Source: an optimization exercise on an open RTL-to-GDS flow (aim: small area, a short achievable clock period and few clock cycles per item). Production flows keep margins and buffers that such runs may drop. The RTL was checked by simulation tests, not by an equivalence proof against the original design.

## P
// dds_sine_sample_generator
module dds_sine_sample_generator (
    input  logic                  clk,
    input  logic                  rst_n,
    input  logic                  in_valid,
    output logic                  in_ready,
    input  logic                  restart,
    output logic                  out_valid,
    input  logic                  out_ready,
    output dds_pkg::code_t        sample,
    input  logic                  cfg_valid,
    output logic                  cfg_ready,
    input  logic [1:0]            cfg_index,
    input  logic [31:0]           cfg_data
);
clock: 11.0 ns
lec_check: 0
cap_margin: 20
core_margin: 2
core_utilization: 40
slew_margin: 20
standard.sh (not shown) runs the stock make flow with config.mk's settings and CLKGATE_MAP_FILE= SYNTH_SCRIPT=/design/flow/synth_recipe.tcl, a recipe that flattens the netlist after the stock synthesis.
==> flow/flow/run.sh <==
#!/bin/bash
# The standard layout (the standard.sh) with changes to how it is made:
#  - after the standard synthesis, flow/fa_polarity.py removes inverter
#    pairs around full-adder cells (a full adder is self-dual, so an adder
#    whose inputs all arrive inverted can take the plain inputs and give
#    inverted outputs); the netlist's function and registers are unchanged;
#  - port buffers use a plain buffer cell instead of the delay cell the
#    resizer picks by default;
set -euo pipefail
run_std() {
  bash standard.sh \
  "SETUP_SLACK_MARGIN=7.6" \
  "CTS_BUF_LIST=sky130_fd_sc_hd__clkbuf_8" \
  "SLEW_MARGIN=0" \
  "CAP_MARGIN=0" \
  "BUFFER_PORTS_ARGS=-buffer_cell sky130_fd_sc_hd__buf_2" \
  "$@"
}
run_std synth > standard_synth.log 2>&1
R=orfs/results/${FLOW_PLATFORM}/dds_sine_sample_generator/base
python3 flow/fa_polarity.py $R/1_2_yosys.v $R/1_2_yosys_pol.v > fa_polarity.log 2>&1
cp $R/1_2_yosys.v $R/1_2_yosys_orig.v
mv $R/1_2_yosys_pol.v $R/1_2_yosys.v
rm -f $R/1_synth.odb $R/1_synth.sdc
run_std finish > standard_flow.log 2>&1
Other scripts of this flow, unchanged in this note and not shown: flow/flow/fa_polarity.py
P: no failed stages, no open violations at the end
Testbench counts of P, summed over its fixed seeds: cycles 16,016, items 16,000.
Changes in Q relative to P:
-- flow/flow/run.sh --
<<< P, line 12
  "SETUP_SLACK_MARGIN=7.6" \
  "CTS_BUF_LIST=sky130_fd_sc_hd__clkbuf_8" \
  "SLEW_MARGIN=0" \
  "CAP_MARGIN=0" \
  "BUFFER_PORTS_ARGS=-buffer_cell sky130_fd_sc_hd__buf_2" \
>>> Q, line 12
  "SETUP_SLACK_MARGIN=7.6" \
  "CTS_CLUSTER_SIZE=16" \
  "CTS_CLUSTER_DIAMETER=50" \
  "BUFFER_PORTS_ARGS=-buffer_cell sky130_fd_sc_hd__buf_2" \
Results
Delta(global routing usage on met3, Q - P) < 0
Compared with P, in Q average via count per standard cell +0.033, ratio of final minimum period to clock period saw little to no change, core utilization increased 0.40 points.
Design area, Q and P, higher one = Q.
What R does differently from Q at the input level:
-- flow/flow/run.sh --
<<< Q, line 12
  "SETUP_SLACK_MARGIN=7.6" \
  "CTS_CLUSTER_SIZE=16" \
  "CTS_CLUSTER_DIAMETER=50" \
  "BUFFER_PORTS_ARGS=-buffer_cell sky130_fd_sc_hd__buf_2" \
>>> R, line 12
  "SETUP_SLACK_MARGIN=7.6" \
  "CTS_CLUSTER_SIZE=30" \
  "CTS_CLUSTER_DIAMETER=80" \
  "BUFFER_PORTS_ARGS=-buffer_cell sky130_fd_sc_hd__buf_2" \
Relative to Q, global-route usage decreased by 0.16 points in R.
R vs. Q: number of DRC markers in iteration 0 went down by 69.
Going from Q to R, number of signal-net buffers in the layout grows by 1.
| clock-buffer cell count | higher: Q |
Relative to Q, shortest period the worst path allows increased by 0.032 ns in R.
Compared with Q, R shows area growth from synthesis to final layout lower by 2.3 points.
Going from Q to R, core utilization decreased by 0.93 points relative to the old numbers, met2 track utilization from global routing shows a reduction of 0.45 points, total length of routed wires shrank by about 0.7%.
Part of the cycle the worst path needs ended up 0.30 points higher on R than on Q.
Input-level comparison between S and R:
-- flow/flow/run.sh --
<<< R, line 12
  "SETUP_SLACK_MARGIN=7.6" \
  "CTS_CLUSTER_SIZE=30" \
  "CTS_CLUSTER_DIAMETER=80" \
  "BUFFER_PORTS_ARGS=-buffer_cell sky130_fd_sc_hd__buf_2" \
>>> S, line 12
  "SETUP_SLACK_MARGIN=7.6" \
  "CTS_CLUSTER_SIZE=24" \
  "CTS_CLUSTER_DIAMETER=60" \
  "CTS_BUF_LIST=sky130_fd_sc_hd__clkbuf_8" \
  "BUFFER_PORTS_ARGS=-buffer_cell sky130_fd_sc_hd__buf_2" \
==> comparison <==
Per the comparison of S with R, final critical-path required period decreased 0.080 ns, number of clock buffer instances in the layout increased 6, data required time at the worst endpoint rose 0.09 ns. S against R: via count now sits at about the same level.
#### Input delta (T over S)
-- flow/flow/run.sh --
<<< S, line 12
  "SETUP_SLACK_MARGIN=7.6" \
  "CTS_CLUSTER_SIZE=24" \
  "CTS_CLUSTER_DIAMETER=60" \
>>> T, line 12
  "SETUP_SLACK_MARGIN=7.6" \
  "TNS_END_PERCENT=30" \
  "CTS_CLUSTER_SIZE=20" \
  "CTS_CLUSTER_DIAMETER=60" \
==> comparison <==
Wire length on met1 went up slightly going from S to T.
The count of buffer and inverter cells on the critical path in T was lower than what S gave.


== exp/violet ==
Starting RTL as in the previous note.
Design dds_sine_sample_generator, start of the top module:
module dds_sine_sample_generator (
    input  logic                  clk,
    input  logic                  rst_n,
    input  logic                  in_valid,
    output logic                  in_ready,
    input  logic                  restart,
    output logic                  out_valid,
    input  logic                  out_ready,
    output dds_pkg::code_t        sample,
    input  logic                  cfg_valid,
    output logic                  cfg_ready,
    input  logic [1:0]            cfg_index,
    input  logic [31:0]           cfg_data
);
export LEC_CHECK = 0
export CAP_MARGIN = 20
export CORE_MARGIN = 2
export CORE_UTILIZATION = 40
export SLEW_MARGIN = 20
create_clock -name core_clock -period 11.0 [get_ports {clk}]
==> flow/flow/run.sh <==
#!/bin/bash
# The standard layout (the standard.sh) with changes to how it is made:
#  - after the standard synthesis, flow/fa_polarity.py removes inverter
#    pairs around full-adder cells (a full adder is self-dual, so an adder
#    whose inputs all arrive inverted can take the plain inputs and give
#    inverted outputs); the netlist's function and registers are unchanged;
#  - port buffers use a plain buffer cell instead of the delay cell the
#    resizer picks by default;
set -euo pipefail
run_std() {
  bash standard.sh \
  "SETUP_SLACK_MARGIN=7.75" \
  "BUFFER_PORTS_ARGS=-buffer_cell sky130_fd_sc_hd__buf_2" \
  "$@"
}
run_std synth > standard_synth.log 2>&1
R=orfs/results/${FLOW_PLATFORM}/dds_sine_sample_generator/base
python3 flow/fa_polarity.py $R/1_2_yosys.v $R/1_2_yosys_pol.v > fa_polarity.log 2>&1
cp $R/1_2_yosys.v $R/1_2_yosys_orig.v
mv $R/1_2_yosys_pol.v $R/1_2_yosys.v
rm -f $R/1_synth.odb $R/1_synth.sdc
run_std finish > standard_flow.log 2>&1
Other scripts of this flow, unchanged in this note and not shown: flow/flow/fa_polarity.py
Testbench counts of exp/violet, summed over its fixed seeds: cycles 16,016, items 16,000.
Relative to exp/violet, the following input files were edited for exp/sierra:
diff --git a/flow/flow/run.sh b/flow/flow/run.sh
--- a/flow/flow/run.sh
+++ b/flow/flow/run.sh
@@ -11,3 +11,5 @@
   bash standard.sh \
-  "SETUP_SLACK_MARGIN=7.75" \
+  "SETUP_SLACK_MARGIN=7.7" \
+  "CTS_CLUSTER_SIZE=20" \
+  "CTS_CLUSTER_DIAMETER=60" \
   "BUFFER_PORTS_ARGS=-buffer_cell sky130_fd_sc_hd__buf_2" \
[summary]
- exp/sierra against exp/violet: detail-routed via count per cell grew by 0.31%, worst-margin pin slew dropped 0.056 ns, count of clock-buffer cells in the layout -43%.
What exp/umber does differently from exp/sierra at the input level:
diff --git a/flow/flow/run.sh b/flow/flow/run.sh
--- a/flow/flow/run.sh
+++ b/flow/flow/run.sh
@@ -11,5 +11,6 @@
   bash standard.sh \
-  "SETUP_SLACK_MARGIN=7.7" \
+  "SETUP_SLACK_MARGIN=7.6" \
   "CTS_CLUSTER_SIZE=20" \
   "CTS_CLUSTER_DIAMETER=60" \
+  "CTS_BUF_LIST=sky130_fd_sc_hd__clkbuf_8" \
   "BUFFER_PORTS_ARGS=-buffer_cell sky130_fd_sc_hd__buf_2" \
==> run notes <==
exp/sierra ended up with fa_2 as its critical-path cell with the highest stage delay; exp/umber ended up with fa_1. Of exp/umber and exp/sierra, exp/sierra shows the lower critical path depth, with exp/umber above it. Going from exp/sierra to exp/umber, highest attainable clock frequency rose by about 2.4%, area growth from synthesis to final layout fell by 3.9 points. Across both runs, final non-filler cell total was lower for exp/umber than for exp/sierra. [exp/umber vs exp/sierra] hold slack: higher in exp/umber. As far as number of tap instances goes, exp/umber and exp/sierra are indistinguishable; the numbers are identical. exp/sierra and exp/umber ended up with roughly the same number of DRC markers in iteration 0. Routed wire length in exp/umber vs exp/sierra: down about 2.4%. Both conditions hold for exp/umber: the flow ran to the end and the final layout passed the timing, design-rule and antenna checks.

==> port drivers added, routing unchanged <==
How much do the figures lean on ideal ports? The routed layouts below were timed once more, with nothing changed but the port constraints.
Step 1 sets driving cells, clkbuf_16 on the clock port and buf_2 on the other inputs (assumed; they add their load-dependent delay and slew).
Step 2 also shifts input and output timing later by t, the mid clock arrival at the registers, as if the neighbouring blocks saw the same clock.
Slacks: no drivers / after step 1 / after step 2; pairs: no drivers / after step 1.
run	t (ns)	slack for setup (ns)	worst setup path after step 2	worst register clock-pin slew, ns	worst slew at a driven data input, ns
P	0.611	7.625 / 7.625 / 7.149	input to register	0.07 / 0.07	0.06
Q	0.611	7.636 / 7.636 / 7.133	input to register	0.07 / 0.07	0.06
R	0.548	7.604 / 7.604 / 7.334	input to register	0.11 / 0.11	0.06
S	0.626	7.684 / 7.639 / 7.125	input to register	0.11 / 0.11	0.06
T	0.628	7.611 / 7.599 / 7.148	input to register	0.11 / 0.11	0.06
exp/violet	0.601	7.599 / 7.599 / 7.487	input to register	0.06 / 0.06	0.07
exp/sierra	0.585	7.604 / 7.604 / 7.435	input to register	0.08 / 0.08	0.07
exp/umber	0.626	7.684 / 7.639 / 7.125	input to register	0.11 / 0.11	0.06
After both steps setup and hold are still met in every run listed.
